This design comes from an exercise in tuning for small area and a short achievable clock period on the open sky130 flow, not from production work. In this exercise RTL edits were held to simulation tests only and were not proved equivalent to the original. Power and IR drop assume default switching activity.

== v6 ==
// mem_responder
module mem_responder #(
    parameter int DEPTH_WORDS = 64,
    parameter int WAIT_STATES = 2,
    parameter int ADDR_W      = 32
) (
    input  logic              clk,
    input  logic              reset,
    input  logic              req,
    input  logic              we,
    input  logic [ADDR_W-1:0] addr,
    input  logic [mem_pkg::WORD_W-1:0] wdata,
    input  logic [mem_pkg::BE_W-1:0]   be,
    output logic [mem_pkg::WORD_W-1:0] rdata,
    output logic              ready,
    output logic              err,
    output logic              busy
);
    localparam int IW = $clog2(DEPTH_WORDS);
    logic [mem_pkg::BE_W-1:0] be_w;
    assign be_w = be;
    logic                       busy_q, ready_q, err_q;
    logic [WAIT_STATES:1]       stage_q;     
    logic                       ok_q;        
    logic [DEPTH_WORDS-1:0]     sel_q;       
    logic [mem_pkg::BE_W-1:0]   wbe_q;       
    logic [mem_pkg::WORD_W-1:0] wdata_q;
    logic [mem_pkg::WORD_W-1:0] rd_q;        
    logic [mem_pkg::WORD_W-1:0] rdata_q;     
    logic [mem_pkg::WORD_W-1:0] ram_rdata;
    logic                       acc, ok, busy_d;
    assign acc = req && !busy_q;
    assign ok  = mem_pkg::addr_ok(mem_pkg::MAX_AW'(addr), DEPTH_WORDS);
    always_ff @(posedge clk or negedge reset) begin
        if (!reset) begin
            busy_q  <= 1'b0;
            stage_q <= '0;
            ready_q <= 1'b0;
            err_q   <= 1'b0;
        end else begin
            busy_q  <= busy_d;
  ...
Settings: LEC_CHECK=0, CAP_MARGIN=20, CORE_MARGIN=2, CORE_UTILIZATION=48, CTS_BUF_LIST=sky130_fd_sc_hd__clkbuf_16, CTS_CLUSTER_DIAMETER=100, CTS_CLUSTER_SIZE=25, SETUP_SLACK_MARGIN=3.0, SLEW_MARGIN=20, SYNTH_HIERARCHICAL=1, SYNTH_MINIMUM_KEEP_SIZE=0; clock period 5.0 ns.
run.sh (not shown) runs the stock make flow with config.mk's settings and CLKGATE_MAP_FILE= SYNTH_SCRIPT=/design/flow/synth_recipe.tcl, a recipe that flattens the netlist after the stock synthesis.
--- input diff v6..v7 ---
-- flow/config.mk --
<<< v6, line 10
export CORE_UTILIZATION = 48
>>> v7, line 10
export CORE_UTILIZATION = 60
<<< v6, line 14
>>> v7, line 14
export PLACE_DENSITY = 0.66
v7 finished all stages; the layout is clean. Compare v6 and v7 | endpoint arrival time on the critical path higher: v7. Looking at die outline height, v7 sits 10% lower than v6 does. Die span in x went down by more than 10% going from v6 to v7. Comparing v7 against v6, there is no change at all in number of max-capacitance violations reported.

Setup of the previous run:
The RTL this note starts from:
==> flow/design.v <==
package mem_pkg;
    localparam int WORD_W = 32;
    localparam int BE_W   = 4;
    localparam int MAX_AW = 64;
    function automatic logic addr_ok(
        input logic [MAX_AW-1:0] addr,
        input int unsigned       depth
    );
        logic [MAX_AW-1:0] idx;
        idx = addr >> 2;
        addr_ok = (addr[1:0] == 2'b00) && (idx < MAX_AW'(depth));
    endfunction
endpackage
module mem_array #(
    parameter int DEPTH = 64,
    parameter int IW    = 6
) (
    input  logic                       clk_i,
    input  logic [DEPTH-1:0]           wsel_i,
    input  logic [mem_pkg::BE_W-1:0]   wbe_i,
    input  logic [DEPTH-1:0]           rsel_i,
    input  logic [mem_pkg::WORD_W-1:0] wdata_i,
    output logic [mem_pkg::WORD_W-1:0] rdata_o
);
    logic [DEPTH-1:0][mem_pkg::WORD_W-1:0] mem;
    for (genvar w = 0; w < DEPTH; w++) begin : g_word
        for (genvar b = 0; b < mem_pkg::BE_W; b++) begin : g_byte
            always_ff @(posedge clk_i) begin
                if (wbe_i[b] && wsel_i[w]) begin
                    mem[w][8*b +: 8] <= wdata_i[8*b +: 8];
                end
            end
        end
    end
    for (genvar i = 0; i < mem_pkg::WORD_W; i++) begin : g_col
        logic [DEPTH-1:0] col;
        for (genvar w = 0; w < DEPTH; w++) begin : g_bit
            assign col[w] = mem[w][i];
        end
        mem_rd_col u_col (
            .sel_i (rsel_i),
            .d_i   (col),
            .q_o   (rdata_o[i])
        );
    end
endmodule
module mem_rd_col (
    input  logic [63:0] sel_i,
    input  logic [63:0] d_i,
    output logic        q_o
);
    logic [21:0] t_n;    
    logic [5:0]  g;      
    logic [1:0]  h_n;
    for (genvar k = 0; k < 21; k++) begin : g_aoi
        mem_aoi222 u_aoi (
            .a0 (sel_i[3*k]),   .b0 (d_i[3*k]),
            .a1 (sel_i[3*k+1]), .b1 (d_i[3*k+1]),
            .a2 (sel_i[3*k+2]), .b2 (d_i[3*k+2]),
            .y  (t_n[k])
        );
    end
    mem_nand2 u_last (.a(sel_i[63]), .b(d_i[63]), .y(t_n[21]));
    for (genvar k = 0; k < 5; k++) begin : g_nd
        mem_nand4 u_nd (.a(t_n[4*k]), .b(t_n[4*k+1]), .c(t_n[4*k+2]), .d(t_n[4*k+3]), .y(g[k]));
    end
    mem_nand2 u_nd5 (.a(t_n[20]), .b(t_n[21]), .y(g[5]));
    mem_nor3 u_nr0 (.a(g[0]), .b(g[1]), .c(g[2]), .y(h_n[0]));
    mem_nor3 u_nr1 (.a(g[3]), .b(g[4]), .c(g[5]), .y(h_n[1]));
    mem_nand2 u_out (.a(h_n[0]), .b(h_n[1]), .y(q_o));
endmodule
module mem_aoi222 (
    input  logic a0, b0, a1, b1, a2, b2,
    output logic y
);
    assign y = !((a0 && b0) || (a1 && b1) || (a2 && b2));
endmodule
module mem_nand4 (
    input  logic a, b, c, d,
    output logic y
);
    assign y = !(a && b && c && d);
endmodule
module mem_nand2 (
    input  logic a, b,
    output logic y
);
    assign y = !(a && b);
endmodule
module mem_nor3 (
    input  logic a, b, c,
    output logic y
);
    assign y = !(a || b || c);
endmodule
module mem_responder #(
    parameter int DEPTH_WORDS = 64,
    parameter int WAIT_STATES = 2,
    parameter int ADDR_W      = 32
) (
    input  logic              clk,
    input  logic              reset,
    input  logic              req,
    input  logic              we,
    input  logic [ADDR_W-1:0] addr,
    input  logic [mem_pkg::WORD_W-1:0] wdata,
    input  logic [mem_pkg::BE_W-1:0]   be,
    output logic [mem_pkg::WORD_W-1:0] rdata,
    output logic              ready,
    output logic              err,
    output logic              busy
);
    localparam int IW = $clog2(DEPTH_WORDS);
    logic [mem_pkg::BE_W-1:0] be_w;
    assign be_w = be;
    logic                       busy_q, ready_q, err_q;
    logic [WAIT_STATES:1]       stage_q;     
    logic [7:0]                 hi_q, lo_q;  
    logic                       ok_q;
    logic [DEPTH_WORDS-1:0]     row;         
    logic [DEPTH_WORDS-1:0]     rsel_q;      
    logic [mem_pkg::BE_W-1:0]   wbe_q;       
    logic [mem_pkg::WORD_W-1:0] wdata_q;
    logic [mem_pkg::WORD_W-1:0] rdata_q;
    logic [mem_pkg::WORD_W-1:0] ram_rdata;
    logic                       acc, ok;
    assign acc = req && !busy_q;
    assign ok  = mem_pkg::addr_ok(mem_pkg::MAX_AW'(addr), DEPTH_WORDS);
    always_ff @(posedge clk or negedge reset) begin
        if (!reset) begin
            busy_q  <= 1'b0;
            stage_q <= '0;
            ready_q <= 1'b0;
            err_q   <= 1'b0;
        end else begin
            busy_q  <= acc || (|stage_q);
            stage_q <= {stage_q[WAIT_STATES-1:1], acc};
            ready_q <= stage_q[WAIT_STATES];
            err_q   <= stage_q[WAIT_STATES] && !ok_q;
        end
    end
    always_ff @(posedge clk) begin
        if (!busy_q) begin
            hi_q  <= 8'(1) << addr[7:5];
            lo_q  <= 8'(1) << addr[4:2];
            ok_q  <= ok;
        end
    end
    always_comb begin
        for (int w = 0; w < DEPTH_WORDS; w++) row[w] = hi_q[w/8] && lo_q[w%8];
    end
    always_ff @(posedge clk or negedge reset) begin
        if (!reset) begin
            wbe_q <= '0;
        end else begin
            wbe_q <= (acc && we && ok) ? be_w : '0;
        end
    end
    always_ff @(posedge clk) begin
        wdata_q <= wdata;
    end
    always_ff @(posedge clk) begin
        rsel_q  <= ok_q ? row : '0;
        rdata_q <= ram_rdata;
    end
    mem_array #(
        .DEPTH (DEPTH_WORDS),
        .IW    (IW)
    ) u_array (
        .clk_i   (clk),
        .wsel_i  (row),
        .wbe_i   (wbe_q),
        .wdata_i (wdata_q),
        .rsel_i  (rsel_q),
        .rdata_o (ram_rdata)
    );
    assign rdata = rdata_q;
    assign ready = ready_q;
    assign err   = err_q;
    assign busy  = busy_q;
endmodule
make LEC_CHECK=0 CAP_MARGIN=20 CORE_MARGIN=2 CORE_UTILIZATION=55 CTS_BUF_LIST=sky130_fd_sc_hd__clkbuf_16 CTS_CLUSTER_DIAMETER=100 CTS_CLUSTER_SIZE=20 SETUP_SLACK_MARGIN=2.75 SLEW_MARGIN=20 SYNTH_HIERARCHICAL=1 SYNTH_MINIMUM_KEEP_SIZE=0 finish   # period 5.0 ns
> inputs changed (the previous run -> the current run)
-- flow/config.mk --
<<< the previous run, line 8
export CAP_MARGIN = 20
>>> the current run, line 8
export CAP_MARGIN = 10
<<< the previous run, line 14
export SETUP_SLACK_MARGIN = 2.75
export SLEW_MARGIN = 20
>>> the current run, line 14
export SETUP_SLACK_MARGIN = 3.0
export SLEW_MARGIN = 10
==> comparison <==
- For overall die area, the current run and the previous run come out practically identical.
- Initial standard-cell utilization of the core came out exactly the same in the current run and the previous run.
- The current run vs the previous run: buffer count from post-CTS setup fixing up in the current run
- Compared the current run vs the previous run, and fraction of power consumed by combinational cells is up in the current run.
- Register-to-register slack: the current run vs the previous run up 60 ps
- As far as post-synthesis instance area goes, the current run and the previous run are indistinguishable; the numbers are identical.
- Of the current run and the previous run, the higher final core area utilization belongs to the current run.
- Against the previous run, the current run comes in 59 ps lower on post-placement setup slack.
- Any difference in minimum clock period between the previous run and the current run is small enough to ignore.

==> afterwards: timing with drivers on the ports <==
In the flow no input, the clock included, has a driving cell. The finished layouts below were timed again as built, in two steps.
Step 1 (the two cells are an assumption about what drives the block):
set clk [get_ports {clk}]
set_driving_cell -lib_cell sky130_fd_sc_hd__clkbuf_16 $clk
set_driving_cell -lib_cell sky130_fd_sc_hd__buf_2 [delete_from_list [all_inputs] $clk]
Step 2 also shifts input and output timing later by t, the mid clock arrival at the registers, as if the neighbouring blocks saw the same clock.
a / b / c = ideal / step 1 / step 2; a / b = the first two.
run | t, ns | slack for setup (ns) | worst data-port slew with drivers (ns)
v6 | 0.814 | 2.747 / 2.674 / 2.313 | 0.05
v7 | 0.809 | 2.729 / 2.653 / 2.233 | 0.11
the previous run | 0.841 | 2.650 / 2.568 / 2.555 | 0.15
the current run | 0.841 | 2.649 / 2.566 / 2.494 | 0.14
After both steps setup and hold are still met in every run listed. For v7, which loses most, drivers alone change the setup slack by -0.076 ns; drivers and shift together by -0.496 ns.
